Background: an optimization exercise with open tools, aiming at small area. Do not read the settings as production practice. Function was checked by simulation only, so behaviour that the tests miss may differ from the original. Power is estimated from default activity; no workload was simulated.

==> flow/design.v (excerpt) <==
module pio_machine (
  input  logic        clk,
  input  logic        reset,
  input  logic        en,
  input  logic [15:0] instr,
  input  logic [31:0] input_pins,
  input  logic [4:0]  wrap_target,
  input  logic [4:0]  wrap_top,
  input  logic [4:0]  jmp_pin,
  input  logic [4:0]  pins_in_base,
  input  logic [4:0]  pins_out_base,
  input  logic [4:0]  pins_set_base,
  input  logic [5:0]  pins_out_count,
  input  logic [2:0]  pins_set_count,
  input  logic        auto_push,
  input  logic        auto_pull,
  input  logic [4:0]  isr_threshold,
  input  logic [4:0]  osr_threshold,
  input  logic        in_shift_dir,
  input  logic        out_shift_dir,
  input  logic [31:0] tx_data,
  input  logic        tx_empty,
  input  logic        rx_full,
  output logic [4:0]  pc,
  output logic [31:0] output_pins,
  output logic [31:0] pin_directions,
  output logic        push,
  output logic        pull,
  output logic        stalled,
  output logic [31:0] rx_data
);
  function automatic [31:0] rotl(input [31:0] w, input [4:0] n);
    reg [31:0] r;
    integer k;
    begin
      r = w;
  ...
Settings: LEC_CHECK=0, CAP_MARGIN=20, CORE_MARGIN=2, CORE_UTILIZATION=40, SLEW_MARGIN=20; clock period 9.0 ns.
standard.sh (not shown) runs the stock make flow with config.mk's settings and CLKGATE_MAP_FILE= SYNTH_SCRIPT=/design/flow/synth_recipe.tcl, a recipe that flattens the netlist after the stock synthesis.
==> flow/flow/run.sh <==
#!/bin/bash
# Layout flow: the standard flow (standard.sh) with these changes:
#  - synthesis maps the logic with an area-oriented ABC script (flow/area.abc);
#    everything else in synthesis, including register mapping, is the standard flow's own
#    script (synth_recipe.tcl), so the registers are the standard synthesis's;
#  - port buffers are the smallest buffer cell;
#  - the clock tree uses small clock buffers and no dummy loads;
#  - after global routing, gates off the critical paths are downsized
#    (RECOVER_POWER).
set -euo pipefail
HERE=$PWD
{
  head -n 1 synth_recipe.tcl
  cat <<EOF
proc abc {args} {
  set i [lsearch -exact \$args -script]
  if {\$i >= 0} { lset args [expr {\$i + 1}] $HERE/flow/area.abc }
  yosys abc {*}\$args
}
EOF
  tail -n +2 synth_recipe.tcl
} > area_synth.tcl
bash standard.sh SYNTH_SCRIPT=$HERE/area_synth.tcl \
  "BUFFER_PORTS_ARGS=-buffer_cell sky130_fd_sc_hd__buf_1" \
  "CTS_ARGS=-sink_clustering_enable -repair_clock_nets -buf_list {sky130_fd_sc_hd__clkbuf_4 sky130_fd_sc_hd__clkbuf_8} -dont_use_dummy_load" \
  RECOVER_POWER=100 \
  finish > standard_flow.log 2>&1
==> flow/flow/area.abc <==
strash
dch -f
amap -m
topo
stime -c
The starting point produced a layout that fails on max-capacitance violations, max-slew violations.
Edit:
--- a/flow/flow/run.sh
+++ b/flow/flow/run.sh
@@ -7,3 +7 @@
-#  - the clock tree uses small clock buffers and no dummy loads;
-#  - after global routing, gates off the critical paths are downsized
-#    (RECOVER_POWER).
+#  - the clock tree uses small clock buffers and no dummy loads.
@@ -26 +23,0 @@
-  RECOVER_POWER=100 \
==> flow/flow/area.abc (replaced) <==
strash
dc2
dch -f
amap -m
topo
stime -c
Settings changed: CORE_UTILIZATION 40 to 60, GPL_TIMING_DRIVEN from default to 0, PLACE_DENSITY from default to 0.75.
After rerunning:
- Now the flow finished with timing, DRC and antenna clean
- area after synthesis shrinks slightly
- cell count shrinks by roughly a tenth
- register-to-register slack is better by 0.36 ns
- sequential power shrinks by roughly a tenth
- total power shrinks by about a fifth
- setup slack is worse by 0.15 ns
- clock skew shrinks by 0.032 ns
- global-route usage grows by 13 points
Edit:
==> flow/flow/area.abc (replaced) <==
strash
dch -f
amap -m
topo
stime -c
Settings changed: CORE_UTILIZATION 60 to 40, GPL_TIMING_DRIVEN 0 to default, PLACE_DENSITY 0.75 to default.
Final cell count rises by about 13%.
Fmax rises by about 5.4%.
Sequential power rises by about 10%.
Core utilization falls by 23 points.
Count of clock-buffer cells in the layout rises by 3.
Sequential share of layout area falls by 0.86 points.
Hold slack is worse by 0.010 ns.
Register-to-register slack is better by 0.49 ns.
Routed wire length rises by about 10%.

========
before:
Another version of the RTL of pio_machine (not shown whole).
Size: ~210 flip-flops, roughly 20,000 um^2 of cells after synthesis.
==> flow/design.v (excerpt) <==
module pio_machine (
  input  logic        clk,
  input  logic        reset,
  input  logic        en,
  input  logic [15:0] instr,
  input  logic [31:0] input_pins,
  input  logic [4:0]  wrap_target,
  input  logic [4:0]  wrap_top,
  input  logic [4:0]  jmp_pin,
  input  logic [4:0]  pins_in_base,
  input  logic [4:0]  pins_out_base,
  input  logic [4:0]  pins_set_base,
  input  logic [5:0]  pins_out_count,
  input  logic [2:0]  pins_set_count,
  input  logic        auto_push,
  input  logic        auto_pull,
  input  logic [4:0]  isr_threshold,
  input  logic [4:0]  osr_threshold,
  input  logic        in_shift_dir,
  input  logic        out_shift_dir,
  input  logic [31:0] tx_data,
  input  logic        tx_empty,
  input  logic        rx_full,
  output logic [4:0]  pc,
  output logic [31:0] output_pins,
  output logic [31:0] pin_directions,
  output logic        push,
  output logic        pull,
  output logic        stalled,
  output logic [31:0] rx_data
);
  function automatic [31:0] rotl(input [31:0] w, input [4:0] n);
    reg [31:0] r;
    integer k;
    begin
      r = w;
      for (k = 0; k < 5; k = k + 1)
        if (n[k]) r = (r << (1 << k)) | (r >> (32 - (1 << k)));
      rotl = r;
    end
  endfunction
  ...
Settings: LEC_CHECK=0, CAP_MARGIN=20, CORE_MARGIN=2, CORE_UTILIZATION=40, SLEW_MARGIN=20; clock period 9.0 ns.
==> flow/flow/run.sh <==
#!/bin/bash
# Layout flow: the standard flow (standard.sh, standard synthesis) with
# the port buffers made of the smallest buffer cell.
set -euo pipefail
bash standard.sh "BUFFER_PORTS_ARGS=-buffer_cell sky130_fd_sc_hd__buf_1" finish > standard_flow.log 2>&1
Modified inputs, after compared to before
==> flow/run.sh (new file) <==
#!/bin/bash
# synth_recipe.tcl (not shown) runs the flow's synth.tcl, then flattens the netlist and writes it again
# the make line also repeats each setting of config.mk as NAME=value (left out here)
make -C /OpenROAD-flow-scripts/flow DESIGN_CONFIG=/design/flow/config.mk WORK_HOME=/design/flow/orfs CLKGATE_MAP_FILE= SYNTH_SCRIPT=/design/flow/synth_recipe.tcl finish
removed: flow/flow/run.sh
removed: flow/standard.sh
--- outcome ---
Relative to before, the area added between synthesis and finish of after is higher by 7.8 points.
Delta (after minus before): share of total power in sequential cells went down by 0.9 points; global-route usage went up by 1.6 points.

========
pio_machine, a different RTL version from the one above (not shown whole).
Size: about 1800 cells after synthesis, roughly 210 flip-flops, ~240 I/O pins, about 16000 um^2 of cells after synthesis.
export LEC_CHECK = 0
export CAP_MARGIN = 20
export CORE_MARGIN = 2
export CORE_UTILIZATION = 40
export PLACE_DENSITY = 0.7
export SLEW_MARGIN = 20
create_clock -name core_clock -period 9.0 [get_ports {clk}]
==> flow/flow/run.sh <==
#!/bin/bash
# Layout flow: the standard flow (standard.sh) with these changes:
#  - synthesis maps the logic with an area-oriented ABC script (flow/area.abc);
#    everything else in synthesis, including register mapping, is the standard flow's own
#    script (synth_recipe.tcl), so the registers are the standard synthesis's;
#  - port buffers are the smallest buffer cell;
#  - the clock tree uses small clock buffers and no dummy loads.
set -euo pipefail
HERE=$PWD
{
  head -n 1 synth_recipe.tcl
  cat <<EOF
proc abc {args} {
  set i [lsearch -exact \$args -script]
  if {\$i >= 0} { lset args [expr {\$i + 1}] $HERE/flow/area.abc }
  yosys abc {*}\$args
}
EOF
  tail -n +2 synth_recipe.tcl
} > area_synth.tcl
bash standard.sh SYNTH_SCRIPT=$HERE/area_synth.tcl \
  "BUFFER_PORTS_ARGS=-buffer_cell sky130_fd_sc_hd__buf_1" \
  "CTS_ARGS=-sink_clustering_enable -repair_clock_nets -sink_clustering_size 12 -sink_clustering_max_diameter 60 -buf_list {sky130_fd_sc_hd__clkbuf_8} -dont_use_dummy_load" \
  finish > standard_flow.log 2>&1
==> flow/flow/area.abc <==
strash
dc2
dch -f
amap -m
topo
stime -c
The baseline produced a clean layout.
Next try:
--- a/flow/flow/run.sh
+++ b/flow/flow/run.sh
@@ -22,3 +22,3 @@
   "BUFFER_PORTS_ARGS=-buffer_cell sky130_fd_sc_hd__buf_1" \
-  "CTS_ARGS=-sink_clustering_enable -repair_clock_nets -sink_clustering_size 12 -sink_clustering_max_diameter 60 -buf_list {sky130_fd_sc_hd__clkbuf_8} -dont_use_dummy_load" \
+  "CTS_ARGS=-sink_clustering_enable -repair_clock_nets -sink_clustering_size 16 -sink_clustering_max_diameter 100 -buf_list {sky130_fd_sc_hd__clkbuf_8} -dont_use_dummy_load" \
   finish > standard_flow.log 2>&1
==> flow/flow/area.abc (replaced) <==
strash
dc2
dch -f
amap -m
topo
buffer -c
upsize -c
dnsize -c
topo
stime -c
Settings changed: PLACE_DENSITY 0.7 to unset.
Effect:
- setup slack is worse by 130 ps
- first-iteration DRC count goes up by 17%
- core utilization goes down by 2.5 points
- fmax goes down by 1.5%
- synthesized cell count goes up by 7.7%
- routed wire length goes up by 4.5%
- power goes down by 3.6%
- cell count goes down by 0.34%
- worst hold slack is better by 13 ps
Next try:
--- a/flow/flow/run.sh
+++ b/flow/flow/run.sh
@@ -22,3 +22,3 @@
   "BUFFER_PORTS_ARGS=-buffer_cell sky130_fd_sc_hd__buf_1" \
-  "CTS_ARGS=-sink_clustering_enable -repair_clock_nets -sink_clustering_size 16 -sink_clustering_max_diameter 100 -buf_list {sky130_fd_sc_hd__clkbuf_8} -dont_use_dummy_load" \
+  "CTS_ARGS=-sink_clustering_enable -repair_clock_nets -sink_clustering_size 12 -sink_clustering_max_diameter 100 -buf_list {sky130_fd_sc_hd__clkbuf_8} -dont_use_dummy_load" \
   finish > standard_flow.log 2>&1
==> flow/flow/area.abc (replaced) <==
strash
dc2
dch -f
amap -m
topo
stime -c
Settings changed: CORE_UTILIZATION 40 to 55.
Effect: Non-clock buffer count is higher by 6. Critical path depth decreases by 2. Cell count is lower by 5.5%. Area after synthesis decreases by 4.2%.
Next try:
--- a/flow/flow/run.sh
+++ b/flow/flow/run.sh
@@ -22,3 +22,3 @@
   "BUFFER_PORTS_ARGS=-buffer_cell sky130_fd_sc_hd__buf_1" \
-  "CTS_ARGS=-sink_clustering_enable -repair_clock_nets -sink_clustering_size 12 -sink_clustering_max_diameter 100 -buf_list {sky130_fd_sc_hd__clkbuf_8} -dont_use_dummy_load" \
+  "CTS_ARGS=-sink_clustering_enable -repair_clock_nets -sink_clustering_size 16 -sink_clustering_max_diameter 100 -buf_list {sky130_fd_sc_hd__clkbuf_8} -dont_use_dummy_load" \
   finish > standard_flow.log 2>&1
Settings changed: CAP_MARGIN 20 to 10, CORE_UTILIZATION 55 to 40, SLEW_MARGIN 20 to 10.
Result: The changed run passed the timing, DRC and antenna checks; die area goes up by 37%; global-route usage goes down by 11 points; register-to-register slack got worse by 40 ps; via count goes down by 5.5%; total power goes down by 2.5%; routed wire length goes up by 1.5%; critical path depth goes up by 2; worst setup slack got worse by 63 ps; worst hold slack improved by 5.9 ps; flip-flop and latch count is unchanged.
Next try:
--- a/flow/flow/run.sh
+++ b/flow/flow/run.sh
@@ -22,3 +22,3 @@
   "BUFFER_PORTS_ARGS=-buffer_cell sky130_fd_sc_hd__buf_1" \
-  "CTS_ARGS=-sink_clustering_enable -repair_clock_nets -sink_clustering_size 16 -sink_clustering_max_diameter 100 -buf_list {sky130_fd_sc_hd__clkbuf_8} -dont_use_dummy_load" \
+  "CTS_ARGS=-sink_clustering_enable -repair_clock_nets -sink_clustering_size 30 -sink_clustering_max_diameter 100 -buf_list {sky130_fd_sc_hd__clkbuf_16} -dont_use_dummy_load" \
   finish > standard_flow.log 2>&1
Settings changed: CAP_MARGIN 10 to 20, SLEW_MARGIN 10 to 20.
Outcome:
- total power went up by about 4%
- cell count stays flat
- wire length goes down by about 0.4%
- global-route usage stays flat
Next try:
--- a/flow/flow/run.sh
+++ b/flow/flow/run.sh
@@ -22,3 +22,3 @@
   "BUFFER_PORTS_ARGS=-buffer_cell sky130_fd_sc_hd__buf_1" \
-  "CTS_ARGS=-sink_clustering_enable -repair_clock_nets -sink_clustering_size 30 -sink_clustering_max_diameter 100 -buf_list {sky130_fd_sc_hd__clkbuf_16} -dont_use_dummy_load" \
+  "CTS_ARGS=-sink_clustering_enable -repair_clock_nets -sink_clustering_size 16 -sink_clustering_max_diameter 100 -buf_list {sky130_fd_sc_hd__clkbuf_8} -dont_use_dummy_load" \
   finish > standard_flow.log 2>&1
Cell area drops slightly; fmax increases slightly; wire length grows slightly; die area does not change; count of clock-buffer cells in the layout went up by 3; cell count barely changes; global-route usage goes up by 0.13 points; synthesized area does not change; core utilization went down by 0.30 points; worst hold slack is better by 11 ps; via count is higher slightly.

port drivers added, routing unchanged:
The flow's constraints put no driver on any port. The routed layouts listed below were extracted and timed again, unchanged, in two steps.
Step 1: set_driving_cell puts a clkbuf_16 on clk and a buf_2 on each other input, an assumption about the parent block.
Step 2 adds t to the input delays and takes it off the output delays; t is the mean of the earliest and latest rising clock arrival at the registers after step 1. Input paths then give back, and output paths get back, about the clock's delay inside the block.
Three values: ideal, step 1, step 2; two values: the first two.
run | t, ns | setup WS [ns] | worst setup path at the end
the first run of note 1 | 0.636 | 0.441 / 0.475 / -0.161 | input to register
the second run of note 1 | 0.572 | 0.293 / 0.320 / -0.252 | input to register
the third run of note 1 | 0.635 | 0.738 / 0.772 / 0.137 | input to register
before | 0.607 | 0.432 / 0.404 / -0.023 | input to register
after | 0.643 | 0.231 / 0.209 / 0.078 | input to register
the first run of note 3 | 0.639 | 0.306 / 0.339 / -0.301 | input to register
the second run of note 3 | 0.609 | 0.171 / 0.199 / -0.411 | input to register
the third run of note 3 | 0.611 | 0.316 / 0.342 / -0.268 | input to register
the fourth run of note 3 | 0.607 | 0.253 / 0.280 / -0.327 | input to register
the fifth run of note 3 | 0.542 | 0.201 / 0.233 / -0.309 | input to register
the sixth run of note 3 | 0.605 | 0.291 / 0.319 / -0.286 | input to register
The setup slack of the first run of note 3, which loses most, moves by +0.033 ns with the drivers and by -0.607 ns with both steps.
